What follows belongs to an exercise in optimizing a design on an open flow for small area, a short achievable clock period and few clock cycles per item; a production flow would make more cautious choices. Function was not checked in any run shown here: the RTL went through the layout flow alone.

==> design.v <==
`timescale 1ns / 1ps
`default_nettype none
module rgb_to_hue_saturation_top (
    input  logic       i_clk,
    input  logic       i_rst_n,
    input  logic       i_valid,
    output logic       o_ready,
    input  logic [7:0] i_red,
    input  logic [7:0] i_green,
    input  logic [7:0] i_blue,
    output logic       o_valid,
    input  logic       i_ready,
    output logic [7:0] o_hue,
    output logic [7:0] o_saturation
);
    logic w_en;
    logic [10:0] r_vld;
    logic [0:0] w_c_rg_0;
    logic [0:0] w_c_rb_0;
    logic [0:0] w_c_gb_0;
    logic [7:0] w_mx_0;
    logic [7:0] w_mn_0;
    logic [7:0] w_md_0;
    logic [2:0] w_j_0;
    logic [7:0] w_d_0;
    logic [7:0] w_rp_0;
    logic [7:0] r1_d;
    logic [2:0] r1_j;
    logic [7:0] r1_mx;
    logic [7:0] r1_rp;
    logic [8:0] w_hh9_0;
    logic [8:0] w_sh9_0;
    logic [6:0] w_hlo_0;
    logic [0:0] w_hl1_0;
    logic [0:0] w_hl2_0;
    logic [0:0] w_hl3_0;
    logic [0:0] w_hl4_0;
    logic [0:0] w_hl5_0;
    logic [0:0] w_hl6_0;
    logic [7:0] r2_d;
    logic [8:0] r2_hh9;
    logic [0:0] r2_hl1;
    logic [0:0] r2_hl2;
    logic [0:0] r2_hl3;
    logic [0:0] r2_hl4;
    logic [0:0] r2_hl5;
    logic [0:0] r2_hl6;
    logic [2:0] r2_j;
    logic [7:0] r2_mx;
    logic [8:0] r2_sh9;
    logic [9:0] w_hdf_0;
    logic [9:0] w_sdf_0;
    logic [0:0] w_hq7_0;
    logic [0:0] w_sq7_0;
    logic [7:0] w_hr7_0;
    logic [7:0] w_sr7_0;
    logic [8:0] w_hh9_1;
    logic [8:0] w_sh9_1;
    logic [2:0] w_hm_0;
    logic [7:0] r3_d;
    logic [8:0] r3_hh9;
    logic [0:0] r3_hl1;
    logic [0:0] r3_hl2;
    logic [0:0] r3_hl3;
    logic [0:0] r3_hl4;
    logic [0:0] r3_hl5;
    logic [2:0] r3_hm;
    logic [2:0] r3_j;
    logic [7:0] r3_mx;
    logic [8:0] r3_sh9;
    logic [0:0] r3_sq7;
    logic [9:0] w_hdf_1;
    logic [9:0] w_sdf_1;
    logic [0:0] w_hq6_0;
    logic [0:0] w_sq6_0;
    logic [7:0] w_hr6_0;
    logic [7:0] w_sr6_0;
    logic [8:0] w_hh9_2;
    logic [8:0] w_sh9_2;
    logic [3:0] w_hv6_0;
    logic [0:0] w_hb6_0;
    logic [2:0] w_hm_1;
    logic [7:0] r4_d;
    logic [8:0] r4_hh9;
    logic [0:0] r4_hl1;
    logic [0:0] r4_hl2;
    logic [0:0] r4_hl3;
    logic [0:0] r4_hl4;
    logic [2:0] r4_hm;
    logic [2:0] r4_j;
    logic [7:0] r4_mx;
    logic [8:0] r4_sh9;
    logic [0:0] r4_sq6;
    logic [0:0] r4_sq7;
    logic [9:0] w_hdf_2;
    logic [9:0] w_sdf_2;
    logic [0:0] w_hq5_0;
    logic [0:0] w_sq5_0;
    logic [7:0] w_hr5_0;
    logic [7:0] w_sr5_0;
    logic [8:0] w_hh9_3;
    logic [8:0] w_sh9_3;
    logic [3:0] w_hv5_0;
    logic [0:0] w_hb5_0;
    logic [2:0] w_hm_2;
    logic [7:0] r5_d;
    logic [0:0] r5_hb5;
    logic [8:0] r5_hh9;
    logic [0:0] r5_hl1;
    logic [0:0] r5_hl2;
    logic [0:0] r5_hl3;
    logic [2:0] r5_hm;
    logic [2:0] r5_j;
    logic [7:0] r5_mx;
    logic [8:0] r5_sh9;
    logic [0:0] r5_sq5;
    logic [0:0] r5_sq6;
    logic [0:0] r5_sq7;
    logic [9:0] w_hdf_3;
    logic [9:0] w_sdf_3;
    logic [0:0] w_hq4_0;
    logic [0:0] w_sq4_0;
    logic [7:0] w_hr4_0;
    logic [7:0] w_sr4_0;
    logic [8:0] w_hh9_4;
    logic [8:0] w_sh9_4;
    logic [3:0] w_hv4_0;
    logic [0:0] w_hb4_0;
    logic [2:0] w_hm_3;
    logic [7:0] r6_d;
    logic [0:0] r6_hb4;
    logic [0:0] r6_hb5;
    logic [8:0] r6_hh9;
    logic [0:0] r6_hl1;
    logic [0:0] r6_hl2;
    logic [2:0] r6_hm;
    logic [2:0] r6_j;
    logic [7:0] r6_mx;
    logic [8:0] r6_sh9;
    logic [0:0] r6_sq4;
    logic [0:0] r6_sq5;
    logic [0:0] r6_sq6;
    logic [0:0] r6_sq7;
    logic [9:0] w_hdf_4;
    logic [9:0] w_sdf_4;
    logic [0:0] w_hq3_0;
    logic [0:0] w_sq3_0;
    logic [7:0] w_hr3_0;
    logic [7:0] w_sr3_0;
    logic [8:0] w_hh9_5;
    logic [8:0] w_sh9_5;
    logic [3:0] w_hv3_0;
    logic [0:0] w_hb3_0;
    logic [2:0] w_hm_4;
    logic [7:0] r7_d;
    logic [0:0] r7_hb3;
    logic [0:0] r7_hb4;
    logic [0:0] r7_hb5;
    logic [8:0] r7_hh9;
    logic [0:0] r7_hl1;
    logic [2:0] r7_hm;
    logic [2:0] r7_j;
    logic [7:0] r7_mx;
    logic [8:0] r7_sh9;
    logic [0:0] r7_sq3;
    logic [0:0] r7_sq4;
    logic [0:0] r7_sq5;
    logic [0:0] r7_sq6;
    logic [0:0] r7_sq7;
    logic [9:0] w_hdf_5;
    logic [9:0] w_sdf_5;
    logic [0:0] w_hq2_0;
    logic [0:0] w_sq2_0;
    logic [7:0] w_hr2_0;
    logic [7:0] w_sr2_0;
    logic [8:0] w_hh9_6;
    logic [8:0] w_sh9_6;
    logic [3:0] w_hv2_0;
    logic [0:0] w_hb2_0;
    logic [2:0] w_hm_5;
    logic [7:0] r8_d;
    logic [0:0] r8_hb2;
    logic [0:0] r8_hb3;
    logic [0:0] r8_hb4;
    logic [0:0] r8_hb5;
    logic [8:0] r8_hh9;
    logic [2:0] r8_hm;
    logic [2:0] r8_j;
    logic [7:0] r8_mx;
    logic [8:0] r8_sh9;
    logic [0:0] r8_sq2;
    logic [0:0] r8_sq3;
    logic [0:0] r8_sq4;
    logic [0:0] r8_sq5;
    logic [0:0] r8_sq6;
    logic [0:0] r8_sq7;
    logic [9:0] w_hdf_6;
    logic [9:0] w_sdf_6;
    logic [0:0] w_hq1_0;
    logic [0:0] w_sq1_0;
    logic [7:0] w_hr1_0;
    logic [7:0] w_sr1_0;
    logic [8:0] w_hh9_7;
    logic [8:0] w_sh9_7;
    logic [3:0] w_hv1_0;
    logic [0:0] w_hb1_0;
    logic [2:0] w_hm_6;
    logic [7:0] r9_d;
    logic [0:0] r9_hb1;
    logic [0:0] r9_hb2;
    logic [0:0] r9_hb3;
    logic [0:0] r9_hb4;
    logic [0:0] r9_hb5;
    logic [8:0] r9_hh9;
    logic [2:0] r9_hm;
    logic [2:0] r9_j;
    logic [7:0] r9_mx;
    logic [8:0] r9_sh9;
    logic [0:0] r9_sq1;
    logic [0:0] r9_sq2;
    logic [0:0] r9_sq3;
    logic [0:0] r9_sq4;
    logic [0:0] r9_sq5;
    logic [0:0] r9_sq6;
    logic [0:0] r9_sq7;
    logic [9:0] w_hdf_7;
    logic [9:0] w_sdf_7;
    logic [0:0] w_hq0_0;
    logic [0:0] w_sq0_0;
    logic [3:0] w_hv0_0;
    logic [0:0] w_hb0_0;
    logic [2:0] w_hm_7;
    logic [7:0] r10_d;
    logic [0:0] r10_hb0;
    logic [0:0] r10_hb1;
    logic [0:0] r10_hb2;
    logic [0:0] r10_hb3;
    logic [0:0] r10_hb4;
    logic [0:0] r10_hb5;
    logic [2:0] r10_hm;
    logic [2:0] r10_j;
    logic [0:0] r10_sq0;
    logic [0:0] r10_sq1;
    logic [0:0] r10_sq2;
    logic [0:0] r10_sq3;
    logic [0:0] r10_sq4;
    logic [0:0] r10_sq5;
    logic [0:0] r10_sq6;
    logic [0:0] r10_sq7;
    logic [0:0] w_z_0;
    logic [7:0] w_SQ_0;
    logic [5:0] w_U_0;
    logic [0:0] w_hc_0;
    logic [7:0] w_hbase_0;
    logic [7:0] w_hue_0;
    logic [7:0] w_sat_0;
    logic [7:0] r11_hue;
    logic [7:0] r11_sat;
    assign w_en    = !r_vld[10] || i_ready;
    assign o_ready = w_en;
    assign w_c_rg_0 = i_red >= i_green;
    assign w_c_rb_0 = i_red >= i_blue;
    assign w_c_gb_0 = i_green >= i_blue;
    assign w_mx_0 = (w_c_rg_0 & w_c_rb_0) ? i_red : ((!w_c_rg_0 & w_c_gb_0) ? i_green : i_blue);
    assign w_mn_0 = (!w_c_rg_0 & !w_c_rb_0) ? i_red : ((w_c_rg_0 & !w_c_gb_0) ? i_green : i_blue);
    assign w_md_0 = ((w_c_rg_0 ^ w_c_rb_0) ? i_red : ((w_c_rg_0 ^ !w_c_gb_0) ? i_green : i_blue));
    assign w_j_0 = (w_c_rg_0 & w_c_rb_0) ? (w_c_gb_0 ? 3'd0 : 3'd5) : ((!w_c_rg_0 & w_c_gb_0) ? (w_c_rb_0 ? 3'd1 : 3'd2) : (w_c_rg_0 ? 3'd4 : 3'd3));
    assign w_d_0 = w_mx_0 - w_mn_0;
    assign w_rp_0 = w_j_0[0] ? (w_mx_0 - w_md_0) : (w_md_0 - w_mn_0);
    assign w_hh9_0 = 9'((16'(r1_rp) * 16'd254) >> 7);
    assign w_sh9_0 = 9'((16'(r1_d) * 16'd254) >> 7);
    assign w_hlo_0 = 7'(16'(r1_rp) * 16'd254);
    assign w_hl1_0 = w_hlo_0[1];
    assign w_hl2_0 = w_hlo_0[2];
    assign w_hl3_0 = w_hlo_0[3];
    assign w_hl4_0 = w_hlo_0[4];
    assign w_hl5_0 = w_hlo_0[5];
    assign w_hl6_0 = w_hlo_0[6];
    assign w_hdf_0 = {1'b0, r2_hh9} - {2'b0, r2_d};
    assign w_sdf_0 = {1'b0, r2_sh9} - {2'b0, r2_mx};
    assign w_hq7_0 = !w_hdf_0[9];
    assign w_sq7_0 = !w_sdf_0[9];
    assign w_hr7_0 = w_hdf_0[9] ? r2_hh9[7:0] : w_hdf_0[7:0];
    assign w_sr7_0 = w_sdf_0[9] ? r2_sh9[7:0] : w_sdf_0[7:0];
    assign w_hh9_1 = {w_hr7_0, r2_hl6};
    assign w_sh9_1 = {w_sr7_0, (r2_d[5] ^ (|r2_d[4:0]))};
    assign w_hm_0 = {2'b0, w_hq7_0};
    assign w_hdf_1 = {1'b0, r3_hh9} - {2'b0, r3_d};
    assign w_sdf_1 = {1'b0, r3_sh9} - {2'b0, r3_mx};
    assign w_hq6_0 = !w_hdf_1[9];
    assign w_sq6_0 = !w_sdf_1[9];
    assign w_hr6_0 = w_hdf_1[9] ? r3_hh9[7:0] : w_hdf_1[7:0];
    assign w_sr6_0 = w_sdf_1[9] ? r3_sh9[7:0] : w_sdf_1[7:0];
    assign w_hh9_2 = {w_hr6_0, r3_hl5};
    assign w_sh9_2 = {w_sr6_0, (r3_d[4] ^ (|r3_d[3:0]))};
    assign w_hv6_0 = {r3_hm, w_hq6_0};
    assign w_hb6_0 = w_hv6_0 >= 4'd6;
    assign w_hm_1 = 3'(w_hb6_0 ? w_hv6_0 - 4'd6 : w_hv6_0);
    assign w_hdf_2 = {1'b0, r4_hh9} - {2'b0, r4_d};
    assign w_sdf_2 = {1'b0, r4_sh9} - {2'b0, r4_mx};
    assign w_hq5_0 = !w_hdf_2[9];
    assign w_sq5_0 = !w_sdf_2[9];
    assign w_hr5_0 = w_hdf_2[9] ? r4_hh9[7:0] : w_hdf_2[7:0];
    assign w_sr5_0 = w_sdf_2[9] ? r4_sh9[7:0] : w_sdf_2[7:0];
    assign w_hh9_3 = {w_hr5_0, r4_hl4};
    assign w_sh9_3 = {w_sr5_0, (r4_d[3] ^ (|r4_d[2:0]))};
    assign w_hv5_0 = {r4_hm, w_hq5_0};
    assign w_hb5_0 = w_hv5_0 >= 4'd6;
    assign w_hm_2 = 3'(w_hb5_0 ? w_hv5_0 - 4'd6 : w_hv5_0);
    assign w_hdf_3 = {1'b0, r5_hh9} - {2'b0, r5_d};
    assign w_sdf_3 = {1'b0, r5_sh9} - {2'b0, r5_mx};
    assign w_hq4_0 = !w_hdf_3[9];
    assign w_sq4_0 = !w_sdf_3[9];
    assign w_hr4_0 = w_hdf_3[9] ? r5_hh9[7:0] : w_hdf_3[7:0];
    assign w_sr4_0 = w_sdf_3[9] ? r5_sh9[7:0] : w_sdf_3[7:0];
    assign w_hh9_4 = {w_hr4_0, r5_hl3};
    assign w_sh9_4 = {w_sr4_0, (r5_d[2] ^ (|r5_d[1:0]))};
    assign w_hv4_0 = {r5_hm, w_hq4_0};
    assign w_hb4_0 = w_hv4_0 >= 4'd6;
    assign w_hm_3 = 3'(w_hb4_0 ? w_hv4_0 - 4'd6 : w_hv4_0);
    assign w_hdf_4 = {1'b0, r6_hh9} - {2'b0, r6_d};
    assign w_sdf_4 = {1'b0, r6_sh9} - {2'b0, r6_mx};
    assign w_hq3_0 = !w_hdf_4[9];
    assign w_sq3_0 = !w_sdf_4[9];
    assign w_hr3_0 = w_hdf_4[9] ? r6_hh9[7:0] : w_hdf_4[7:0];
    assign w_sr3_0 = w_sdf_4[9] ? r6_sh9[7:0] : w_sdf_4[7:0];
    assign w_hh9_5 = {w_hr3_0, r6_hl2};
    assign w_sh9_5 = {w_sr3_0, (r6_d[1] ^ (|r6_d[0:0]))};
    assign w_hv3_0 = {r6_hm, w_hq3_0};
    assign w_hb3_0 = w_hv3_0 >= 4'd6;
    assign w_hm_4 = 3'(w_hb3_0 ? w_hv3_0 - 4'd6 : w_hv3_0);
    assign w_hdf_5 = {1'b0, r7_hh9} - {2'b0, r7_d};
    assign w_sdf_5 = {1'b0, r7_sh9} - {2'b0, r7_mx};
    assign w_hq2_0 = !w_hdf_5[9];
    assign w_sq2_0 = !w_sdf_5[9];
    assign w_hr2_0 = w_hdf_5[9] ? r7_hh9[7:0] : w_hdf_5[7:0];
    assign w_sr2_0 = w_sdf_5[9] ? r7_sh9[7:0] : w_sdf_5[7:0];
    assign w_hh9_6 = {w_hr2_0, r7_hl1};
    assign w_sh9_6 = {w_sr2_0, r7_d[0]};
    assign w_hv2_0 = {r7_hm, w_hq2_0};
    assign w_hb2_0 = w_hv2_0 >= 4'd6;
    assign w_hm_5 = 3'(w_hb2_0 ? w_hv2_0 - 4'd6 : w_hv2_0);
    assign w_hdf_6 = {1'b0, r8_hh9} - {2'b0, r8_d};
    assign w_sdf_6 = {1'b0, r8_sh9} - {2'b0, r8_mx};
    assign w_hq1_0 = !w_hdf_6[9];
    assign w_sq1_0 = !w_sdf_6[9];
    assign w_hr1_0 = w_hdf_6[9] ? r8_hh9[7:0] : w_hdf_6[7:0];
    assign w_sr1_0 = w_sdf_6[9] ? r8_sh9[7:0] : w_sdf_6[7:0];
    assign w_hh9_7 = {w_hr1_0, 1'b0};
    assign w_sh9_7 = {w_sr1_0, 1'b0};
    assign w_hv1_0 = {r8_hm, w_hq1_0};
    assign w_hb1_0 = w_hv1_0 >= 4'd6;
    assign w_hm_6 = 3'(w_hb1_0 ? w_hv1_0 - 4'd6 : w_hv1_0);
    assign w_hdf_7 = {1'b0, r9_hh9} - {2'b0, r9_d};
    assign w_sdf_7 = {1'b0, r9_sh9} - {2'b0, r9_mx};
    assign w_hq0_0 = !w_hdf_7[9];
    assign w_sq0_0 = !w_sdf_7[9];
    assign w_hv0_0 = {r9_hm, w_hq0_0};
    assign w_hb0_0 = w_hv0_0 >= 4'd6;
    assign w_hm_7 = 3'(w_hb0_0 ? w_hv0_0 - 4'd6 : w_hv0_0);
    assign w_z_0 = r10_d == 8'd0;
    assign w_SQ_0 = {r10_sq7, r10_sq6, r10_sq5, r10_sq4, r10_sq3, r10_sq2, r10_sq1, r10_sq0};
    assign w_U_0 = {r10_hb5, r10_hb4, r10_hb3, r10_hb2, r10_hb1, r10_hb0};
    assign w_hc_0 = (r10_j == 3'd1 || r10_j == 3'd4) ? (r10_hm >= 3'd1) : (r10_j == 3'd2 || r10_j == 3'd5) ? (r10_hm >= 3'd5) : (r10_hm >= 3'd3);
    assign w_hbase_0 = r10_j == 3'd0 ? 8'd0 : r10_j == 3'd1 ? 8'd42 : r10_j == 3'd2 ? 8'd85 : r10_j == 3'd3 ? 8'd127 : r10_j == 3'd4 ? 8'd169 : 8'd212;
    assign w_hue_0 = w_z_0 ? 8'd0 : (w_hbase_0 + 8'(w_U_0) + 8'(w_hc_0));
    assign w_sat_0 = w_z_0 ? 8'd0 : w_SQ_0;
    always_ff @(posedge i_clk) begin
        if (!i_rst_n) begin
            r_vld <= '0;
        end else if (w_en) begin
            r_vld <= {r_vld[9:0], i_valid};
        end
    end
    always_ff @(posedge i_clk) begin
        if (w_en) begin
            r1_d <= w_d_0;
            r1_j <= w_j_0;
            r1_mx <= w_mx_0;
            r1_rp <= w_rp_0;
            r2_d <= r1_d;
            r2_hh9 <= w_hh9_0;
            r2_hl1 <= w_hl1_0;
            r2_hl2 <= w_hl2_0;
            r2_hl3 <= w_hl3_0;
            r2_hl4 <= w_hl4_0;
            r2_hl5 <= w_hl5_0;
            r2_hl6 <= w_hl6_0;
            r2_j <= r1_j;
            r2_mx <= r1_mx;
            r2_sh9 <= w_sh9_0;
            r3_d <= r2_d;
            r3_hh9 <= w_hh9_1;
            r3_hl1 <= r2_hl1;
            r3_hl2 <= r2_hl2;
            r3_hl3 <= r2_hl3;
            r3_hl4 <= r2_hl4;
            r3_hl5 <= r2_hl5;
            r3_hm <= w_hm_0;
            r3_j <= r2_j;
            r3_mx <= r2_mx;
            r3_sh9 <= w_sh9_1;
            r3_sq7 <= w_sq7_0;
            r4_d <= r3_d;
            r4_hh9 <= w_hh9_2;
            r4_hl1 <= r3_hl1;
            r4_hl2 <= r3_hl2;
            r4_hl3 <= r3_hl3;
            r4_hl4 <= r3_hl4;
            r4_hm <= w_hm_1;
            r4_j <= r3_j;
            r4_mx <= r3_mx;
            r4_sh9 <= w_sh9_2;
            r4_sq6 <= w_sq6_0;
            r4_sq7 <= r3_sq7;
            r5_d <= r4_d;
            r5_hb5 <= w_hb5_0;
            r5_hh9 <= w_hh9_3;
            r5_hl1 <= r4_hl1;
            r5_hl2 <= r4_hl2;
            r5_hl3 <= r4_hl3;
            r5_hm <= w_hm_2;
            r5_j <= r4_j;
            r5_mx <= r4_mx;
            r5_sh9 <= w_sh9_3;
            r5_sq5 <= w_sq5_0;
            r5_sq6 <= r4_sq6;
            r5_sq7 <= r4_sq7;
            r6_d <= r5_d;
            r6_hb4 <= w_hb4_0;
            r6_hb5 <= r5_hb5;
            r6_hh9 <= w_hh9_4;
            r6_hl1 <= r5_hl1;
            r6_hl2 <= r5_hl2;
            r6_hm <= w_hm_3;
            r6_j <= r5_j;
            r6_mx <= r5_mx;
            r6_sh9 <= w_sh9_4;
            r6_sq4 <= w_sq4_0;
            r6_sq5 <= r5_sq5;
            r6_sq6 <= r5_sq6;
            r6_sq7 <= r5_sq7;
            r7_d <= r6_d;
            r7_hb3 <= w_hb3_0;
            r7_hb4 <= r6_hb4;
            r7_hb5 <= r6_hb5;
            r7_hh9 <= w_hh9_5;
            r7_hl1 <= r6_hl1;
            r7_hm <= w_hm_4;
            r7_j <= r6_j;
            r7_mx <= r6_mx;
            r7_sh9 <= w_sh9_5;
            r7_sq3 <= w_sq3_0;
            r7_sq4 <= r6_sq4;
            r7_sq5 <= r6_sq5;
            r7_sq6 <= r6_sq6;
            r7_sq7 <= r6_sq7;
            r8_d <= r7_d;
            r8_hb2 <= w_hb2_0;
            r8_hb3 <= r7_hb3;
            r8_hb4 <= r7_hb4;
            r8_hb5 <= r7_hb5;
            r8_hh9 <= w_hh9_6;
            r8_hm <= w_hm_5;
            r8_j <= r7_j;
            r8_mx <= r7_mx;
            r8_sh9 <= w_sh9_6;
            r8_sq2 <= w_sq2_0;
            r8_sq3 <= r7_sq3;
            r8_sq4 <= r7_sq4;
            r8_sq5 <= r7_sq5;
            r8_sq6 <= r7_sq6;
            r8_sq7 <= r7_sq7;
            r9_d <= r8_d;
            r9_hb1 <= w_hb1_0;
            r9_hb2 <= r8_hb2;
            r9_hb3 <= r8_hb3;
            r9_hb4 <= r8_hb4;
            r9_hb5 <= r8_hb5;
            r9_hh9 <= w_hh9_7;
            r9_hm <= w_hm_6;
            r9_j <= r8_j;
            r9_mx <= r8_mx;
            r9_sh9 <= w_sh9_7;
            r9_sq1 <= w_sq1_0;
            r9_sq2 <= r8_sq2;
            r9_sq3 <= r8_sq3;
            r9_sq4 <= r8_sq4;
            r9_sq5 <= r8_sq5;
            r9_sq6 <= r8_sq6;
            r9_sq7 <= r8_sq7;
            r10_d <= r9_d;
            r10_hb0 <= w_hb0_0;
            r10_hb1 <= r9_hb1;
            r10_hb2 <= r9_hb2;
            r10_hb3 <= r9_hb3;
            r10_hb4 <= r9_hb4;
            r10_hb5 <= r9_hb5;
            r10_hm <= w_hm_7;
            r10_j <= r9_j;
            r10_sq0 <= w_sq0_0;
            r10_sq1 <= r9_sq1;
            r10_sq2 <= r9_sq2;
            r10_sq3 <= r9_sq3;
            r10_sq4 <= r9_sq4;
            r10_sq5 <= r9_sq5;
            r10_sq6 <= r9_sq6;
            r10_sq7 <= r9_sq7;
            r11_hue <= w_hue_0;
            r11_sat <= w_sat_0;
        end
    end
    assign o_valid      = r_vld[10];
    assign o_hue        = r11_hue;
    assign o_saturation = r11_sat;
endmodule
`default_nettype wire
==> run.sh <==
#!/bin/bash
# synth_recipe.tcl (not shown) runs the flow's synth.tcl, then flattens the netlist and writes it again
# the make line also repeats each setting of config.mk as NAME=value (left out here)
make -C /OpenROAD-flow-scripts/flow DESIGN_CONFIG=/design/flow/config.mk WORK_HOME=/design/flow/orfs CLKGATE_MAP_FILE= SYNTH_SCRIPT=/design/flow/synth_recipe.tcl finish
==> config.mk <==
export PLATFORM = sky130hd
export DESIGN_NAME = rgb_to_hue_saturation_top
export DESIGN_NICKNAME = rgb_to_hue_saturation_top
export VERILOG_FILES = /design/flow/design.v
export SDC_FILE = /design/flow/constraint.sdc
export NUM_CORES = 4
export LEC_CHECK = 0
export CAP_MARGIN = 20
export CORE_MARGIN = 2
export CORE_UTILIZATION = 40
export SLEW_MARGIN = 20
==> constraint.sdc <==
create_clock -name core_clock -period 5.5 [get_ports {i_clk}]
set_input_delay 1.1000 -clock core_clock [delete_from_list [all_inputs] [get_ports {i_clk}]]
set_output_delay 1.1000 -clock core_clock [all_outputs]
set_load 0.01 [all_outputs]
==> results of run 1 <==
-- stage by stage --
step	instances	hold slack, ns	cell area (um2)
6_report	3010	0.408	28500
5_1_grt	3010	0.418	28500
4_1_cts	3010	0.406	28500
3_5_place_dp	2918	0.405	27000
3_3_place_gp	2918	0.402	27000
2_1_floorplan	2015	0.400	25300
-- cell type report --
cell class | instances | area, um2 | share of cell area, %
clock inverters | 35 | 216 | 0.759
inverters | 316 | 1190 | 4.19
flip-flops and latches | 457 | 13600 | 47.8
clock buffers | 57 | 1320 | 4.63
multi-input cells | 1224 | 10400 | 36.4
repair buffers | 75 | 713 | 2.50
well taps | 846 | 1060 | 3.71
-- cell families (layout without fill, tap and decap cells) --
logic type,Yosys count,in the layout
DFF,457,457
and+or+nand+nor,361,361
buffers and inverters,334,483
AOI/OAI and AO/OA,328,328
adders and majority gates,311,311
muxes,119,119
xor gates and xnor gates,105,105
-- critical path, delay by kind of cell --
| kind | cells | cell delay [ns] |
|---|---|---|
| AND/OR/NAND/NOR | 1 | 0.31 |
| adder cells (fa/ha/maj) | 3 | 0.87 |
| buffers and inverters | 5 | 0.86 |
| multiplexers | 2 | 0.29 |
| AO/OA/AOI/OAI | 8 | 1.48 |
| XOR/XNOR | 2 | 0.22 |
-- path summary, 6_finish.rpt --
check | slack [ns] | startpoint | endpoint
hold reg to reg | 0.41 | r5_hl3$_DFFE_PP_ | r6_hh9[0]$_DFFE_PP_
setup reg to reg | 0.99 | r1_d[6]$_DFFE_PP_ | r2_sh9[8]$_DFFE_PP_
setup / recovery | 0.69 | i_blue[2] | r1_rp[7]$_DFFE_PP_
hold / removal | 0.41 | r5_hl3$_DFFE_PP_ | r6_hh9[0]$_DFFE_PP_
-- metal layers --
layer / vias up / track usage, %
met3: 80 / 2.03
li1: 7319 / -
met1: 6854 / 13.9
met4: 0 / 4.84
met2: 160 / 24.2
met5: - / 0
-- state kept, by name, summed over array words and instances (netlist names), 9 cells and up --
name,count
r4_hh9,9
r3_hh9,9
r7_hh9,9
r6_sh9,9
r6_hh9,9
r5_sh9,9
r4_sh9,9
r2_sh9,9
r8_hh9,9
r2_hh9,9
r5_hh9,9
r7_sh9,9
r3_sh9,9
r_vld,11
-- placed cells by master, fill, tap and decap left out, types with 4 or more instances in the layout --
cell type / n
nor3_2: 4
mux2i_1: 61
edfxtp_1: 446
fa_1: 61
mux2_2: 52
clkbuf_16: 52
xnor2_1: 74
o21a_1: 29
nor3_1: 28
ha_1: 245
or4_1: 8
nand2_1: 119
a21oi_1: 69
nor4_1: 6
nand3_2: 8
inv_1: 315
o21bai_1: 11
nor2b_1: 34
clkdlybuf4s50_1: 45
o21ai_0: 102
clkinv_2: 13
a21boi_0: 33
xor2_1: 31
a211oi_1: 15
nand2b_1: 20
clkbuf_1: 5
a2bb2oi_1: 4
a21o_1: 23
and2_1: 16
clkinvlp_4: 4
nor2_1: 108
o311a_1: 9
clkinv_1: 13
buf_4: 27
o211ai_1: 9
dfxtp_1: 11
o31ai_1: 4
==> out/results.txt, run 1 <==
Max incr delay on CP -> 0.48 ns
Dominant synthesized flop cell -> edfxtp_1
Post-synth EDFFs -> 446
Syn_nets -> 2349
Hold depth -> 0
Core ar. -> 62700 um2
Site row count -> 92
H-tree levels -> 2
Met3 Wirelength -> 1170 um
Hold-fix buffers, CTS -> 0
Router iterations before antenna repair -> 4
FFs w/ async S/R, synth -> 0%
WL/cell -> 13.4 um
Post-DP HPWL -> 29900 um
Setup ws final -> 0.689 ns
Area growth syn-to-layout -> 12.7%
Slowest stage cell on the critical path -> clkdlybuf4s50_1
Filler cells -> 5524
Post-DRT Antenna Nets -> 0
Pin count of the biggest net entering global routing -> 193
Worst skew pair latency -> 0.59 ns
Period utilization -> 87.5%
Via count -> 14400
Adder-Cell Fraction of Synth Area -> 17.2%
Yosys Warn Count -> 1
Post-Synth Simple-Gate Area -> 6.79%
Final Critical Period -> 4.81 ns
Place WS -> 0.0671 ns
Max Cap Viol -> 0
CTS Sinks -> 457
Final clock skew -> 0.0300 ns
Initial antenna violation count -> 0
Yosys top cell by area -> edfxtp_1
Nets -> 2459
Routability Congestion -> 0.791
Final Slew Violations -> 0
HP Class -> flop to flop
Slew @ Worst Pin -> 1.06 ns
Metal1 wirelength -> 16300 um
Xor and xnor area share after synthesis -> 3.64%
Setup repair bufs after CTS -> 0
DIE AREA -> 65200 um2
DR vias/cell -> 4.79
Post-CTS Resized -> 0
Synth Area in Compound Gates -> 8.31%
Utilization after layout -> 45.4%
First-pass GRT wire length -> 69200 um
Startpoint types -> input pin
Setup crit end kind -> flop
Reg2Reg Depth -> 14
IO Pins -> 46
Final setup viols -> 0
Run status -> timing/DRC/antenna clean
Routed WL -> 40300 um
Num CTS Buffers -> 51
WS Path Type -> input pin to flop
Flop and latch count out of synthesis -> 457
Top sig layer -> met4
Most area-consuming cells after synthesis -> edfxtp_1, ha_1, fa_1
GRT Overall Usage -> 12.6%
Drt drc -> 0
Crit Path Max Fanout -> 8
Synthesized area per cell -> 12.5 um2
Post-synthesis cell count -> 2015
Synth top area share -> 53.0%
Share of cells above drive strength 1 -> 8.69%
Port bufs -> 45
Largest family of logic cells by synthesized area -> adder cells
Number of global-route vias before repair -> 15200
Count leader, synth -> edfxtp_1
Max frequency -> 208 MHz
Hold Fails Final Rpt -> 0
CP Data Required Time -> 5.82 ns
Yosys cell types -> 58
TNS Setup -> 0 ns
Most frequent cells after synthesis -> edfxtp_1, inv_1, ha_1, nand2_1, nor2_1
Critical path cell sequence -> clkdlybuf4s50_1, inv_1, ha_1, a21o_1, a31oi_1, o21ai_0, a211oi_1, o21bai_1, inv_1, ha_1, buf_12, mux2i_1, o21ai_0, inv_1, ha_1, a21oi_1, nor3b_2, o31ai_4, xnor2_1, mux2i_1, xnor2_1
N_diodes -> 0
Root Buffer -> clkbuf_16
Multiplexer share of the synthesized area -> 5.18%
Die extent in y -> 255 um
RSZ-0062 raised after global routing -> no
Metal2 WL -> 21600 um
Initial core utilization -> 40.3%
Critical Path AT -> 5.13 ns
CTS clk-pin slew, worst paths -> 0.06 ns
Die Width -> 255 um
Overflow left after global routing -> 0
Drt initial violations -> 545
Max_slew headroom -> 29.2%
Post-Syn Area -> 25300 um2
CTS tree -> built
Maximum clock path buffer count -> 3
Sequential area share after synthesis -> 53.8%
==> inputs of run 2 (changes only) <==
--- a/config.mk
+++ b/config.mk
@@ -6,6 +6,8 @@
 export NUM_CORES = 4
 export LEC_CHECK = 0
+export ABC_CLOCK_PERIOD_IN_PS = 3000
 export CAP_MARGIN = 20
 export CORE_MARGIN = 2
 export CORE_UTILIZATION = 40
+export SETUP_SLACK_MARGIN = 2.5
 export SLEW_MARGIN = 20
==> run 2 against run 1 <==
Hold slack gained 0.0028 ns. Final area rose by 7.9%. Non-clock buffer count increased by 106. Largest cell class unchanged. Sequential cell count did not move. Synthesized cell count unchanged. Synthesized area unchanged. Global-route usage rose by 0.88 points. Still clean on timing, DRC and antenna. Setup slack better by 0.71 ns.
==> out/results.txt, run 2 <==
Register name with the most flops -> r_vld
GRT Overall Usage -> 13.5%
Largest family of logic cells by synthesized area -> adder cells
Period utilization -> 74.6%
Final Critical Period -> 4.10 ns
IO Pins -> 46
Maximum clock path buffer count -> 3
Most frequent cells in the layout -> edfxtp_1, inv_1, ha_1, nand2_1, buf_4
Final clock skew -> 0.0141 ns
Utilization after layout -> 49.0%
Most frequent cells after synthesis -> edfxtp_1, inv_1, ha_1, nand2_1, nor2_1
Critical path cell sequence -> fa_1, inv_2, fa_1, fa_1, fa_1, inv_2, ha_4, buf_6, o21ai_4, a21oi_4, nand4_1, a21boi_2, buf_4, buf_6, nor3_2, nor2_1
FFs w/ async S/R, synth -> 0%
Metal2 WL -> 23900 um
Synth top area share -> 53.0%
Yosys Warn Count -> 1
Port bufs -> 45
Post-synth EDFFs -> 446
Yosys top cell by area -> edfxtp_1
Slowest stage cell on the critical path -> fa_1
Area growth syn-to-layout -> 21.6%
Nets -> 2567
Xor and xnor area share after synthesis -> 3.64%
Worst skew pair latency -> 0.58 ns
Hold Path Sink -> r9_hb2$_DFFE_PP_
Top delay family on crit path -> adder cells
HP Class -> flop to flop
Critical Path AT -> 4.43 ns
Most area-consuming cells after synthesis -> edfxtp_1, ha_1, fa_1
Worst hold margin -> 0.411 ns
Drt drc -> 0
Max frequency -> 244 MHz
Core ar. -> 62700 um2
Post-DP HPWL -> 30600 um
Share of cells above drive strength 1 -> 22.0%
Sequential area share after synthesis -> 53.8%
Slew @ Worst Pin -> 1.01 ns
CTS clk-pin slew, worst paths -> 0.06 ns
Drt initial violations -> 572
Startpoint types -> flop
Post-Syn Area -> 25300 um2
Post-synthesis cell count -> 2015
Initial core utilization -> 40.3%
Num CTS Buffers -> 51
Routed WL -> 44100 um
Max Cap Viol -> 0
Reg2Reg Depth -> 16
Pin count of the biggest net entering global routing -> 178
Final Non-Filler Cells -> 3122
Via count -> 15000
Die Width -> 255 um
Adder-Cell Fraction of Synth Area -> 17.2%
WS Path Type -> flop to flop
TNS Setup -> 0 ns
Router iterations before antenna repair -> 4
Hold-fix buffers, CTS -> 0
Run status -> timing/DRC/antenna clean
Final setup viols -> 0
Overflow left after global routing -> 0
Routability Congestion -> 0.818
DR vias/cell -> 4.81
Setup crit end kind -> flop
Metal1 wirelength -> 17800 um
Commonest non-fill, non-tap cell in the layout -> edfxtp_1
Site row count -> 92
Top sig layer -> met4
Max incr delay on CP -> 0.60 ns
Root Buffer -> clkbuf_16
Die extent in y -> 255 um
Crit Path Max Fanout -> 5
Post-Synth Simple-Gate Area -> 6.79%
Hold Fails Final Rpt -> 0
RSZ-0062 raised after global routing -> yes
WP buf/inv -> 5
Post-DRT Antenna Nets -> 0
Multiplexer share of the synthesized area -> 5.18%
Syn_nets -> 2349
H-tree levels -> 2
Max_slew headroom -> 32.6%
Synthesized area per cell -> 12.5 um2
Filler cells -> 5397
CP Data Required Time -> 5.83 ns
Final Slew Violations -> 0
Initial antenna violation count -> 0
Number of global-route vias before repair -> 15500
Storage cell area -> 13600 um2
Hold depth -> 0
CTS tree -> built
Met3 Wirelength -> 1400 um
Synth Area in Compound Gates -> 8.31%
DIE AREA -> 65200 um2
First-pass GRT wire length -> 73800 um
Area occupied by multi-input gates -> 11600 um2
WL/cell -> 14.1 um
Max reg flops -> 11
Dominant synthesized flop cell -> edfxtp_1
Cell count after placement -> 2915
CTS Sinks -> 457
Most used cell, CP -> fa_1
Reg2Reg Setup Slack -> 1.40 ns
Crit path depth -> 16
R2R Path End -> r2_sh9[7]$_DFFE_PP_
Flop and latch count out of synthesis -> 457
Count leader, synth -> edfxtp_1
N_diodes -> 0
Worst Hold Launch -> r8_hb2$_DFFE_PP_
Reg2reg start -> r1_d[5]$_DFFE_PP_
Yosys cell types -> 58
-- run 2: changes by cell type in the layout (fill, tap and decap cells not counted), sizes merged --
cell,change
inv,+3
dlygate4sd2,+1
clkinv,-7
clkbuf,+9
clkinvlp,+4
buf,+123
clkdlybuf4s50,-26
bufinv,+2
clkdlybuf4s15,+3
-- run 2: cell type report --
cell class                 count  share of cell area, %
multi-input combinational   1224                   37.8
tap                          846                   3.44
sequential                   457                   44.3
timing repair inverter         2                 0.0570
timing repair buffer         181                   5.29
clock inverter                35                  0.895
clock buffer                  61                   4.27
inverter                     316                   3.99
-- run 2: worst max path at each step --
stage                      start                  end  slack, ns
4_1_cts        r1_d[5]$_DFFE_PP_  r2_sh9[8]$_DFFE_PP_       1.41
6_report       r1_d[5]$_DFFE_PP_  r2_sh9[7]$_DFFE_PP_       1.40
3_5_place_dp          i_green[6]   r1_rp[6]$_DFFE_PP_       0.15
2_1_floorplan          i_blue[2]   r1_rp[7]$_DFFE_PP_       1.27
3_3_place_gp           i_blue[2]   r1_rp[7]$_DFFE_PP_       0.24
5_1_grt        r1_d[5]$_DFFE_PP_  r2_sh9[8]$_DFFE_PP_       1.27
-- run 2: repair_timing --
| action | in CTS | in global routing |
|---|---|---|
| buffers inserted | 68 | 41 |
| endpoints found under the hold margin | 0 | 0 |
| gates resized for setup | 238 | 127 |
| gates cloned | 2 | 0 |
| setup endpoints to repair | 159 | 175 |
| pin swaps | 81 | 85 |
-- run 2: metal layers --
metal	vias up	track usage, %
met5	-	0
met4	0	3.59
met3	75	2.38
met2	193	26.0
met1	7194	15.2
li1	7541	-
-- run 2: cell families (layout without fill, tap and decap cells) --
group,Yosys count,in the layout
flip-flops,457,457
multiplexers,119,119
AO/OA/AOI/OAI,328,328
buffers and inverters,334,595
AND/OR/NAND/NOR,361,361
XOR/XNOR,105,105
adder cells (fa/ha/maj),311,311
-- run 2: per-stage QoR --
step                worst slack [ns]  area [um2]
floorplan                       1.27       25600
global placement               0.240       27200
detailed placement             0.145       27200
CTS                             1.41       30000
global route                    1.27       30700
finish                          1.40       30700
==> inputs of run 3 (changes only) <==
--- a/design.v
+++ b/design.v
@@ -16,20 +16,37 @@
     logic w_en;
     logic [10:0] r_vld;
+    logic [7:0] w_R_0;
+    logic [7:0] w_G_0;
+    logic [7:0] w_B_0;
+    logic [7:0] r1_B;
+    logic [7:0] r1_G;
+    logic [7:0] r1_R;
+    logic [8:0] w_xRG_0;
+    logic [8:0] w_xGR_0;
+    logic [8:0] w_xGB_0;
+    logic [8:0] w_xBG_0;
+    logic [8:0] w_xBR_0;
+    logic [8:0] w_xRB_0;
+    logic [2:0] w_cRG_0;
+    logic [2:0] w_cGR_0;
+    logic [2:0] w_cGB_0;
+    logic [2:0] w_cBG_0;
+    logic [2:0] w_cBR_0;
+    logic [2:0] w_cRB_0;
     logic [0:0] w_c_rg_0;
     logic [0:0] w_c_rb_0;
     logic [0:0] w_c_gb_0;
-    logic [7:0] w_mx_0;
-    logic [7:0] w_mn_0;
-    logic [7:0] w_md_0;
     logic [2:0] w_j_0;
+    logic [7:0] w_mx_0;
     logic [7:0] w_d_0;
     logic [7:0] w_rp_0;
-    logic [7:0] r1_d;
-    logic [2:0] r1_j;
-    logic [7:0] r1_mx;
-    logic [7:0] r1_rp;
-    logic [8:0] w_hh9_0;
-    logic [8:0] w_sh9_0;
-    logic [6:0] w_hlo_0;
+    logic [2:0] w_cs_0;
+    logic [2:0] w_ch_0;
+    logic [2:0] r2_ch;
+    logic [2:0] r2_cs;
+    logic [7:0] r2_d;
+    logic [2:0] r2_j;
+    logic [7:0] r2_mx;
+    logic [7:0] r2_rp;
     logic [0:0] w_hl1_0;
     logic [0:0] w_hl2_0;
@@ -38,15 +55,6 @@
     logic [0:0] w_hl5_0;
     logic [0:0] w_hl6_0;
-    logic [7:0] r2_d;
-    logic [8:0] r2_hh9;
-    logic [0:0] r2_hl1;
-    logic [0:0] r2_hl2;
-    logic [0:0] r2_hl3;
-    logic [0:0] r2_hl4;
-    logic [0:0] r2_hl5;
-    logic [0:0] r2_hl6;
-    logic [2:0] r2_j;
-    logic [7:0] r2_mx;
-    logic [8:0] r2_sh9;
+    logic [8:0] w_hh9_0;
+    logic [8:0] w_sh9_0;
     logic [9:0] w_hdf_0;
     logic [9:0] w_sdf_0;
@@ -228,8 +236,8 @@
     logic [0:0] w_hq0_0;
     logic [0:0] w_sq0_0;
+    logic [0:0] w_z_0;
     logic [3:0] w_hv0_0;
     logic [0:0] w_hb0_0;
     logic [2:0] w_hm_7;
-    logic [7:0] r10_d;
     logic [0:0] r10_hb0;
     logic [0:0] r10_hb1;
@@ -248,5 +256,5 @@
     logic [0:0] r10_sq6;
     logic [0:0] r10_sq7;
-    logic [0:0] w_z_0;
+    logic [0:0] r10_z;
     logic [7:0] w_SQ_0;
     logic [5:0] w_U_0;
@@ -257,31 +265,49 @@
     logic [7:0] r11_hue;
     logic [7:0] r11_sat;
-    assign w_en    = !r_vld[10] || i_ready;
-    assign o_ready = w_en;
-    assign w_c_rg_0 = i_red >= i_green;
-    assign w_c_rb_0 = i_red >= i_blue;
-    assign w_c_gb_0 = i_green >= i_blue;
-    assign w_mx_0 = (w_c_rg_0 & w_c_rb_0) ? i_red : ((!w_c_rg_0 & w_c_gb_0) ? i_green : i_blue);
-    assign w_mn_0 = (!w_c_rg_0 & !w_c_rb_0) ? i_red : ((w_c_rg_0 & !w_c_gb_0) ? i_green : i_blue);
-    assign w_md_0 = ((w_c_rg_0 ^ w_c_rb_0) ? i_red : ((w_c_rg_0 ^ !w_c_gb_0) ? i_green : i_blue));
+    logic       r_sv;
+    logic       r_ordy;
+    logic [7:0] r_skid_hue;
+    logic [7:0] r_skid_sat;
+    logic       w_ofree;
+    logic       w_vin;
+    assign w_R_0 = i_red;
+    assign w_G_0 = i_green;
+    assign w_B_0 = i_blue;
+    assign w_xRG_0 = {1'b0, r1_R} - {1'b0, r1_G};
+    assign w_xGR_0 = {1'b0, r1_G} - {1'b0, r1_R};
+    assign w_xGB_0 = {1'b0, r1_G} - {1'b0, r1_B};
+    assign w_xBG_0 = {1'b0, r1_B} - {1'b0, r1_G};
+    assign w_xBR_0 = {1'b0, r1_B} - {1'b0, r1_R};
+    assign w_xRB_0 = {1'b0, r1_R} - {1'b0, r1_B};
+    assign w_cRG_0 = 3'(w_xRG_0[7:6]) + 3'(|w_xRG_0[5:0]);
+    assign w_cGR_0 = 3'(w_xGR_0[7:6]) + 3'(|w_xGR_0[5:0]);
+    assign w_cGB_0 = 3'(w_xGB_0[7:6]) + 3'(|w_xGB_0[5:0]);
+    assign w_cBG_0 = 3'(w_xBG_0[7:6]) + 3'(|w_xBG_0[5:0]);
+    assign w_cBR_0 = 3'(w_xBR_0[7:6]) + 3'(|w_xBR_0[5:0]);
+    assign w_cRB_0 = 3'(w_xRB_0[7:6]) + 3'(|w_xRB_0[5:0]);
+    assign w_c_rg_0 = !w_xRG_0[8];
+    assign w_c_rb_0 = !w_xRB_0[8];
+    assign w_c_gb_0 = !w_xGB_0[8];
     assign w_j_0 = (w_c_rg_0 & w_c_rb_0) ? (w_c_gb_0 ? 3'd0 : 3'd5) : ((!w_c_rg_0 & w_c_gb_0) ? (w_c_rb_0 ? 3'd1 : 3'd2) : (w_c_rg_0 ? 3'd4 : 3'd3));
-    assign w_d_0 = w_mx_0 - w_mn_0;
-    assign w_rp_0 = w_j_0[0] ? (w_mx_0 - w_md_0) : (w_md_0 - w_mn_0);
-    assign w_hh9_0 = 9'((16'(r1_rp) * 16'd254) >> 7);
-    assign w_sh9_0 = 9'((16'(r1_d) * 16'd254) >> 7);
-    assign w_hlo_0 = 7'(16'(r1_rp) * 16'd254);
-    assign w_hl1_0 = w_hlo_0[1];
-    assign w_hl2_0 = w_hlo_0[2];
-    assign w_hl3_0 = w_hlo_0[3];
-    assign w_hl4_0 = w_hlo_0[4];
-    assign w_hl5_0 = w_hlo_0[5];
-    assign w_hl6_0 = w_hlo_0[6];
-    assign w_hdf_0 = {1'b0, r2_hh9} - {2'b0, r2_d};
-    assign w_sdf_0 = {1'b0, r2_sh9} - {2'b0, r2_mx};
+    assign w_mx_0 = ((w_c_rg_0 & w_c_rb_0) ? r1_R : ((!w_c_rg_0 & w_c_gb_0) ? r1_G : r1_B)) | {7'b0, (r1_R == 8'd0 && r1_G == 8'd0 && r1_B == 8'd0)};
+    assign w_d_0 = 8'((w_c_rg_0 & w_c_rb_0) ? (w_c_gb_0 ? w_xRB_0 : w_xRG_0) : ((!w_c_rg_0 & w_c_gb_0) ? (w_c_rb_0 ? w_xGB_0 : w_xGR_0) : (w_c_rg_0 ? w_xBG_0 : w_xBR_0)));
+    assign w_rp_0 = 8'((w_c_rg_0 & w_c_rb_0) ? (w_c_gb_0 ? w_xGB_0 : w_xRB_0) : ((!w_c_rg_0 & w_c_gb_0) ? (w_c_rb_0 ? w_xGR_0 : w_xBR_0) : (w_c_rg_0 ? w_xRG_0 : w_xBG_0)));
+    assign w_cs_0 = (w_c_rg_0 & w_c_rb_0) ? (w_c_gb_0 ? w_cRB_0 : w_cRG_0) : ((!w_c_rg_0 & w_c_gb_0) ? (w_c_rb_0 ? w_cGB_0 : w_cGR_0) : (w_c_rg_0 ? w_cBG_0 : w_cBR_0));
+    assign w_ch_0 = (w_c_rg_0 & w_c_rb_0) ? (w_c_gb_0 ? w_cGB_0 : w_cRB_0) : ((!w_c_rg_0 & w_c_gb_0) ? (w_c_rb_0 ? w_cGR_0 : w_cBR_0) : (w_c_rg_0 ? w_cRG_0 : w_cBG_0));
+    assign w_hl1_0 = r2_rp[0];
+    assign w_hl2_0 = r2_rp[1] ^ (|r2_rp[0:0]);
+    assign w_hl3_0 = r2_rp[2] ^ (|r2_rp[1:0]);
+    assign w_hl4_0 = r2_rp[3] ^ (|r2_rp[2:0]);
+    assign w_hl5_0 = r2_rp[4] ^ (|r2_rp[3:0]);
+    assign w_hl6_0 = r2_rp[5] ^ (|r2_rp[4:0]);
+    assign w_hh9_0 = {r2_rp, 1'b0} - 9'(r2_ch);
+    assign w_sh9_0 = {r2_d, 1'b0} - 9'(r2_cs);
+    assign w_hdf_0 = {1'b0, r2_rp, 1'b0} - {2'b0, r2_d} - 10'(r2_ch);
+    assign w_sdf_0 = {1'b0, r2_d, 1'b0} - {2'b0, r2_mx} - 10'(r2_cs);
     assign w_hq7_0 = !w_hdf_0[9];
     assign w_sq7_0 = !w_sdf_0[9];
-    assign w_hr7_0 = w_hdf_0[9] ? r2_hh9[7:0] : w_hdf_0[7:0];
-    assign w_sr7_0 = w_sdf_0[9] ? r2_sh9[7:0] : w_sdf_0[7:0];
-    assign w_hh9_1 = {w_hr7_0, r2_hl6};
+    assign w_hr7_0 = w_hdf_0[9] ? w_hh9_0[7:0] : w_hdf_0[7:0];
+    assign w_sr7_0 = w_sdf_0[9] ? w_sh9_0[7:0] : w_sdf_0[7:0];
+    assign w_hh9_1 = {w_hr7_0, w_hl6_0};
     assign w_sh9_1 = {w_sr7_0, (r2_d[5] ^ (|r2_d[4:0]))};
     assign w_hm_0 = {2'b0, w_hq7_0};
@@ -356,45 +382,55 @@
     assign w_hq0_0 = !w_hdf_7[9];
     assign w_sq0_0 = !w_sdf_7[9];
+    assign w_z_0 = r9_d == 8'd0;
     assign w_hv0_0 = {r9_hm, w_hq0_0};
     assign w_hb0_0 = w_hv0_0 >= 4'd6;
     assign w_hm_7 = 3'(w_hb0_0 ? w_hv0_0 - 4'd6 : w_hv0_0);
-    assign w_z_0 = r10_d == 8'd0;
     assign w_SQ_0 = {r10_sq7, r10_sq6, r10_sq5, r10_sq4, r10_sq3, r10_sq2, r10_sq1, r10_sq0};
     assign w_U_0 = {r10_hb5, r10_hb4, r10_hb3, r10_hb2, r10_hb1, r10_hb0};
     assign w_hc_0 = (r10_j == 3'd1 || r10_j == 3'd4) ? (r10_hm >= 3'd1) : (r10_j == 3'd2 || r10_j == 3'd5) ? (r10_hm >= 3'd5) : (r10_hm >= 3'd3);
     assign w_hbase_0 = r10_j == 3'd0 ? 8'd0 : r10_j == 3'd1 ? 8'd42 : r10_j == 3'd2 ? 8'd85 : r10_j == 3'd3 ? 8'd127 : r10_j == 3'd4 ? 8'd169 : 8'd212;
-    assign w_hue_0 = w_z_0 ? 8'd0 : (w_hbase_0 + 8'(w_U_0) + 8'(w_hc_0));
-    assign w_sat_0 = w_z_0 ? 8'd0 : w_SQ_0;
+    assign w_hue_0 = r10_z ? 8'd0 : (w_hbase_0 + 8'(w_U_0) + 8'(w_hc_0));
+    assign w_sat_0 = w_SQ_0;
+    assign w_en    = !r_sv;
+    assign o_ready = r_ordy;
+    assign w_ofree = !r_vld[10] || i_ready;
+    assign w_vin   = r_vld[9] && w_en;
     always_ff @(posedge i_clk) begin
         if (!i_rst_n) begin
             r_vld <= '0;
-        end else if (w_en) begin
-            r_vld <= {r_vld[9:0], i_valid};
+            r_sv  <= 1'b0;
+            r_ordy <= 1'b1;
+        end else begin
+            if (w_en) r_vld[9:0] <= {r_vld[8:0], i_valid};
+            if (w_ofree) r_vld[10] <= r_sv || w_vin;
+            if (r_sv) begin
+                if (w_ofree) begin
+                    r_sv   <= 1'b0;
+                    r_ordy <= 1'b1;
+                end
+            end else if (w_vin && !w_ofree) begin
+                r_sv   <= 1'b1;
+                r_ordy <= 1'b0;
+            end
         end
     end
     always_ff @(posedge i_clk) begin
         if (w_en) begin
-            r1_d <= w_d_0;
-            r1_j <= w_j_0;
-            r1_mx <= w_mx_0;
-            r1_rp <= w_rp_0;
-            r2_d <= r1_d;
-            r2_hh9 <= w_hh9_0;
-            r2_hl1 <= w_hl1_0;
-            r2_hl2 <= w_hl2_0;
-            r2_hl3 <= w_hl3_0;
-            r2_hl4 <= w_hl4_0;
-            r2_hl5 <= w_hl5_0;
-            r2_hl6 <= w_hl6_0;
-            r2_j <= r1_j;
-            r2_mx <= r1_mx;
-            r2_sh9 <= w_sh9_0;
+            r1_B <= w_B_0;
+            r1_G <= w_G_0;
+            r1_R <= w_R_0;
+            r2_ch <= w_ch_0;
+            r2_cs <= w_cs_0;
+            r2_d <= w_d_0;
+            r2_j <= w_j_0;
+            r2_mx <= w_mx_0;
+            r2_rp <= w_rp_0;
             r3_d <= r2_d;
             r3_hh9 <= w_hh9_1;
-            r3_hl1 <= r2_hl1;
-            r3_hl2 <= r2_hl2;
-            r3_hl3 <= r2_hl3;
-            r3_hl4 <= r2_hl4;
-            r3_hl5 <= r2_hl5;
+            r3_hl1 <= w_hl1_0;
+            r3_hl2 <= w_hl2_0;
+            r3_hl3 <= w_hl3_0;
+            r3_hl4 <= w_hl4_0;
+            r3_hl5 <= w_hl5_0;
             r3_hm <= w_hm_0;
             r3_j <= r2_j;
@@ -490,5 +526,4 @@
             r9_sq6 <= r8_sq6;
             r9_sq7 <= r8_sq7;
-            r10_d <= r9_d;
             r10_hb0 <= w_hb0_0;
             r10_hb1 <= r9_hb1;
@@ -507,6 +542,17 @@
             r10_sq6 <= r9_sq6;
             r10_sq7 <= r9_sq7;
-            r11_hue <= w_hue_0;
-            r11_sat <= w_sat_0;
+            r10_z <= w_z_0;
+        end
+    end
+    always_ff @(posedge i_clk) begin
+        if (!r_sv && w_vin && !w_ofree) begin
+            r_skid_hue <= w_hue_0;
+            r_skid_sat <= w_sat_0;
+        end
+    end
+    always_ff @(posedge i_clk) begin
+        if (w_ofree) begin
+            r11_hue <= r_sv ? r_skid_hue : w_hue_0;
+            r11_sat <= r_sv ? r_skid_sat : w_sat_0;
         end
     end
==> run 3 against run 2 <==
Still clean. Register-to-register slack better by 0.90 ns. Fmax up 28%. Global-route usage up 2.5 points. Via count up 7.9%. Synthesized area down 1.3%. Core utilization down 1.5 points.
==> out/results.txt, run 3 <==
Run status -> timing/DRC/antenna clean
R2R Path End -> r2_ch[1]$_DFFE_PN_
Drt drc -> 0
Final Slew Violations -> 0
Reg2reg start -> r1_G[5]$_DFFE_PN_
Hold Fails Final Rpt -> 0
Max frequency -> 312 MHz
Maximum clock path buffer count -> 3
WS Path Type -> flop to flop
Worst skew pair latency -> 0.61 ns
Dominant synthesized flop cell -> edfxtp_1
Met3 usage -> 2.27%
Hold depth -> 0
Max incr delay on CP -> 0.57 ns
Most frequent cells in the layout -> edfxtp_1, inv_1, ha_1, nor2_1, nand2_1
Number of global-route vias before repair -> 16000
Post-DRT Antenna Nets -> 0
N_diodes -> 0
Root Buffer -> clkbuf_16
Largest family of logic cells by synthesized area -> adder cells
Cell count after placement -> 2983
Worst Hold Launch -> r7_hl1$_DFFE_PN_
Crit Path Max Fanout -> 7
Routability Congestion -> 0.915
Router iterations before antenna repair -> 5
Post-synthesis cell count -> 2140
Setup ws final -> 2.30 ns
Worst hold margin -> 0.402 ns
Commonest non-fill, non-tap cell in the layout -> edfxtp_1
Adder-Cell Fraction of Synth Area -> 12.8%
Post-Syn Area -> 25000 um2
GRT Overall Usage -> 16.0%
Register name with the most flops -> r_vld
Final Non-Filler Cells -> 3143
Share of cells above drive strength 1 -> 14.7%
Most frequent cells after synthesis -> edfxtp_1, inv_1, ha_1, nor2_1, nand2_1
Grt met1 use -> 18.2%
Post-DP HPWL -> 37300 um
Die extent in y -> 254 um
Most used routing layer -> met2
Synthesized area per cell -> 11.7 um2
Place WS -> 1.87 ns
Syn_nets -> 2406
WL/cell -> 16.6 um
Core ar. -> 61700 um2
Synth top area share -> 53.2%
Post-synth EDFFs -> 442
Period utilization -> 58.2%
Initial antenna violation count -> 0
Reg2Reg Setup Slack -> 2.30 ns
HP Class -> flop to flop
Final clock skew -> 0.0439 ns
Slew @ Worst Pin -> 1.00 ns
CTS Sinks -> 455
Yosys Warn Count -> 1
First-pass GRT wire length -> 81800 um
Met2 Use GR -> 30.0%
Max_slew headroom -> 33.0%
Filler cells -> 5590
Synth Area in Compound Gates -> 11.3%
DIE AREA -> 64400 um2
Flop and latch count out of synthesis -> 455
Pin count of the biggest net entering global routing -> 153
CTS clk-pin slew, worst paths -> 0.06 ns
Critical Path AT -> 3.56 ns
Via count -> 16200
H-tree levels -> 2
Yosys top cell by area -> edfxtp_1
Yosys cell types -> 68
Nets -> 2534
Hold-fix buffers, CTS -> 0
Site row count -> 91
RSZ-0062 raised after global routing -> yes
CTS tree -> built
FFs w/ async S/R, synth -> 0%
Die Width -> 254 um
Post-Synth Simple-Gate Area -> 9.84%
IO Pins -> 46
Port bufs -> 45
Reg2Reg Depth -> 11
Critical path cell sequence -> inv_2, ha_4, inv_1, a311oi_1, o211ai_1, or4_1, ha_2, ha_1, nand2_1, a31oi_1, a21o_1
Slowest stage cell on the critical path -> or4_1
Setup crit end kind -> flop
Drt initial violations -> 832
Xor and xnor area share after synthesis -> 3.93%
Startpoint types -> flop
Max reg flops -> 11
Final setup viols -> 0
Count leader, synth -> edfxtp_1
Overflow left after global routing -> 0
Area growth syn-to-layout -> 17.4%
Sequential area share after synthesis -> 54.2%
CP Data Required Time -> 5.86 ns
Hold Path Sink -> r8_hh9[0]$_DFFE_PN_
Num CTS Buffers -> 50
Most area-consuming cells after synthesis -> edfxtp_1, ha_1, inv_1
Max Cap Viol -> 0
DR vias/cell -> 5.15
Final Critical Period -> 3.20 ns
Routed WL -> 52100 um
Initial core utilization -> 40.4%
Multiplexer share of the synthesized area -> 3.23%
-- run 3: changes by cell type in the layout (fill, tap and decap cells not counted), moves of 29 or more --
cell and change:
a21oi_1 +84, buf_4 -29, buf_6 -31, fa_1 -39
inv_1 -55, nor2_1 +49
-- run 3: cells by family after synthesis --
family | count (synthesis)
buf+inv | 295
flops | 455
compound gates | 445
simple gates | 517
fa+ha+maj | 241
xor+xnor | 112
mux | 75
-- run 3: how the worst max path moves through the flow --
| stage | start | to | slack (ns) | depth (start not counted) |
|---|---|---|---|---|
| global route | r1_R[4]$_DFFE_PN_ | r2_ch[1]$_DFFE_PN_ | 2.21 | 11 |
| finish | r1_G[5]$_DFFE_PN_ | r2_ch[1]$_DFFE_PN_ | 2.30 | 11 |
| detailed placement | r1_B[3]$_DFFE_PN_ | r2_rp[7]$_DFFE_PN_ | 1.87 | 10 |
| CTS | r1_B[0]$_DFFE_PN_ | r2_ch[1]$_DFFE_PN_ | 2.37 | 13 |
| floorplan | r_sv$_SDFF_PN0_ | r11_hue[0]$_DFFE_PN_ | -1.66 | 3 |
| global placement | r1_G[1]$_DFFE_PN_ | r2_rp[2]$_DFFE_PN_ | 1.88 | 10 |
-- run 3: metal layers --
layer / routed length (um) / vias to the layer above
li1: - / 8014
met1: 21100 / 7802
met2: 27100 / 280
met3: 1890 / 97
met4: 1960 / 0
met5: 0 / -
-- run 3: area by class of cell --
type / instances / area, um2 / share of cell area (%)
Timing Repair Buffer: 128 / 1180 / 4.02
Inverter: 242 / 913 / 3.12
Tap cell: 837 / 1050 / 3.57
Sequential cell: 455 / 13500 / 46.2
Clock buffer: 59 / 1280 / 4.39
Clock inverter: 31 / 295 / 1.01
Multi-Input combinational cell: 1391 / 11000 / 37.7
-- run 3: timing repair --
action | CTS | global route
endpoints found under the setup margin | 45 | 55
buffers inserted | 42 | 25
gates resized for setup | 111 | 75
pin swaps | 29 | 36
gates cloned | 0 | 3
-- run 3: worst max-delay path: cells and delay by family, from the launching register on --
kind	cells	cell delay (ns)
AOI/OAI and AO/OA	4	0.84
buffers and inverters	2	0.22
adders and majority gates	3	0.82
DFF	1	0.47
and+or+nand+nor	2	0.64
-- run 3: through the flow --
stage	area [um2]	TNS, ns	util, %
after floorplan	25000	-629.79	-
after global placement	26400	0	42.8
after detailed placement	26400	0	42.8
after CTS	28800	0	46.6
after global routing	29300	0	47.5
final	29300	0	47.5
==> inputs of run 4 (changes only) <==
--- a/config.mk
+++ b/config.mk
@@ -6,8 +6,8 @@
 export NUM_CORES = 4
 export LEC_CHECK = 0
-export ABC_CLOCK_PERIOD_IN_PS = 3000
+export ABC_CLOCK_PERIOD_IN_PS = 2500
 export CAP_MARGIN = 20
 export CORE_MARGIN = 2
 export CORE_UTILIZATION = 40
-export SETUP_SLACK_MARGIN = 2.5
+export SETUP_SLACK_MARGIN = 3.0
 export SLEW_MARGIN = 20
==> run 4 against run 3 <==
Register-to-register slack lost 0.03 ns. Fmax shrank 0.92%. Routed wire length grew 9.3%. Global-route usage grew 1.2 points. Synthesized area is the same. Die area is the same. Still clean. Cell count grew 3.4%. Critical path type unchanged. Core utilization grew 3.5 points. Synthesized cell count is the same. First-iteration DRC count grew 14%.
==> out/results.txt, run 4 <==
Initial core utilization -> 40.4%
Via count -> 17000
Top delay family on crit path -> adder cells
Post-layout instance area -> 31500 um2
Post-synthesis cell count -> 2140
DP Area -> 26500 um2
DIE AREA -> 64400 um2
Port bufs -> 45
Most frequent cells in the layout -> edfxtp_1, inv_1, ha_1, nor2_1, nand2_1
Routed WL -> 56900 um
R2R Path End -> r2_ch[2]$_DFFE_PN_
DR vias/cell -> 5.24
Final setup viols -> 0
Most frequent cells after synthesis -> edfxtp_1, inv_1, ha_1, nor2_1, nand2_1
Share of cells above drive strength 1 -> 23.5%
Filler cells -> 5308
CP Data Required Time -> 5.85 ns
Core ar. -> 61700 um2
Number of global-route vias before repair -> 17100
Synth top area share -> 53.2%
Most used cell, CP -> ha_4
IO Pins -> 46
FFs w/ async S/R, synth -> 0%
Pin count of the biggest net entering global routing -> 170
Drt drc -> 0
Reg2Reg Depth -> 13
RSZ-0062 raised after global routing -> yes
Die extent in y -> 254 um
Overflow left after global routing -> 0
Post-synth EDFFs -> 442
Routability Congestion -> 0.921
WL/cell -> 17.5 um
Hold-fix buffers, CTS -> 0
Syn_nets -> 2406
Hold Fails Final Rpt -> 0
Final clock skew -> 0.0248 ns
Run status -> timing/DRC/antenna clean
WS Path Type -> flop to flop
CTS tree -> built
CTS Sinks -> 455
Num CTS Buffers -> 50
Root Buffer -> clkbuf_16
Setup ws final -> 2.27 ns
Count leader, synth -> edfxtp_1
Period utilization -> 58.7%
Commonest non-fill, non-tap cell in the layout -> edfxtp_1
Critical path cell sequence -> buf_6, ha_4, inv_2, fa_2, a21o_1, a21oi_2, xnor2_2, or4_4, ha_4, ha_4, nor2_1, a31oi_1, a21o_1
Max incr delay on CP -> 0.53 ns
Worst Hold Launch -> r5_j[0]$_DFFE_PN_
HP Class -> flop to flop
First-pass GRT wire length -> 88100 um
Router iterations before antenna repair -> 5
Max Cap Viol -> 0
Place WS -> 1.91 ns
Dominant synthesized flop cell -> edfxtp_1
Slowest stage cell on the critical path -> or4_4
Post-DRT Antenna Nets -> 0
Area growth syn-to-layout -> 26.1%
Max frequency -> 310 MHz
Slew @ Worst Pin -> 0.934 ns
Post-Syn Area -> 25000 um2
Worst skew pair latency -> 0.60 ns
Yosys Warn Count -> 1
## run 4: timing repair
| item | in CTS | in global routing |
|---|---|---|
| setup buffers | 95 | 63 |
| resized for setup | 250 | 149 |
| cloned | 8 | 7 |
| pin swaps | 62 | 93 |
| endpoints found under the setup margin | 163 | 141 |
## run 4: final cells by class
| cell class | instances | area [um2] | area share [%] |
|---|---|---|---|
| inverters | 242 | 918 | 2.92 |
| repair buffers | 227 | 2290 | 7.27 |
| repair inverters | 1 | 7.51 | 0.0239 |
| clock buffers | 58 | 1300 | 4.14 |
| well taps | 837 | 1050 | 3.33 |
| clock inverters | 36 | 493 | 1.57 |
| flip-flops and latches | 455 | 13500 | 43.0 |
| multi-input cells | 1393 | 11900 | 37.7 |
## run 4: per-stage QoR
step | util [%] | hold slack, ns | setup TNS [ns] | std cells
detailed placement | 42.9 | 0.405 | 0 | 2982
finish | 51.0 | 0.406 | 0 | 3249
floorplan | - | 0.400 | -629.79 | 2140
global placement | 42.9 | 0.400 | 0 | 2982
CTS | 48.8 | 0.406 | 0 | 3179
global route | 51.0 | 0.416 | 0 | 3249
## run 4: routing by layer
| layer | vias up | GRT usage [%] | wire (um) |
|---|---|---|---|
| li1 | 8244 | - | - |
| met1 | 8254 | 20.3 | 23100 |
| met2 | 382 | 31.1 | 29100 |
| met3 | 133 | 2.51 | 2450 |
| met4 | 0 | 7.28 | 2230 |
| met5 | - | 0 | 0 |
## run 4: cells by family (layout without fill, tap and decap cells)
family / count (synthesis) / in the layout / share of synthesized area [%]
flops: 455 / 455 / 54.2
buf+inv: 295 / 564 / 4.57
fa+ha+maj: 241 / 241 / 12.8
simple gates: 517 / 517 / 9.84
mux: 75 / 75 / 3.23
xor+xnor: 112 / 112 / 3.93
compound gates: 445 / 448 / 11.3
## run 4: worst max-delay path by stage
stage / start / to / slack [ns] / cells past startpoint
2_1_floorplan: r_sv$_SDFF_PN0_ / r11_hue[0]$_DFFE_PN_ / -1.66 / 3
3_3_place_gp: r1_R[1]$_DFFE_PN_ / r2_rp[7]$_DFFE_PN_ / 1.95 / 9
3_5_place_dp: r1_R[1]$_DFFE_PN_ / r2_rp[7]$_DFFE_PN_ / 1.91 / 9
4_1_cts: r1_G[0]$_DFFE_PN_ / r2_cs[1]$_DFFE_PN_ / 2.32 / 12
5_1_grt: r1_G[0]$_DFFE_PN_ / r2_ch[2]$_DFFE_PN_ / 2.25 / 13
6_report: r1_G[0]$_DFFE_PN_ / r2_ch[2]$_DFFE_PN_ / 2.27 / 13

[separate check: timing with driven ports]
The flow's constraints put no driver on any port. The routed layouts listed below were extracted and timed again, unchanged, in two steps. Step 1 (the two cells are an assumption about what drives the block):
set clk [get_ports {i_clk}]
set_driving_cell -lib_cell sky130_fd_sc_hd__clkbuf_16 $clk
set_driving_cell -lib_cell sky130_fd_sc_hd__buf_2 [delete_from_list [all_inputs] $clk]
Step 2 adds t to the input delays and takes it off the output delays; t is the mean of the earliest and latest rising clock arrival at the registers after step 1. Input paths then give back, and output paths get back, about the clock's delay inside the block. Three values: no drivers, after step 1, after step 2; two values: the first two.
run	t (ns)	setup slack, ns	hold WS [ns]	worst setup path after step 2	pins driven straight from the clock port
run 1	0.633	0.689 / 0.719 / 0.086	0.408 / 0.408 / 0.408	input to register	1
run 2	0.625	1.399 / 1.399 / 0.922	0.411 / 0.411 / 0.411	input to register	1
run 3	0.641	2.299 / 2.299 / 2.299	0.402 / 0.402 / 0.402	register to register	1
run 4	0.642	2.270 / 2.270 / 2.270	0.406 / 0.406 / 0.406	register to register	1
After both steps setup and hold are still met in every run listed. For run 1, which loses most, drivers alone change the setup slack by +0.030 ns; drivers and shift together by -0.603 ns.
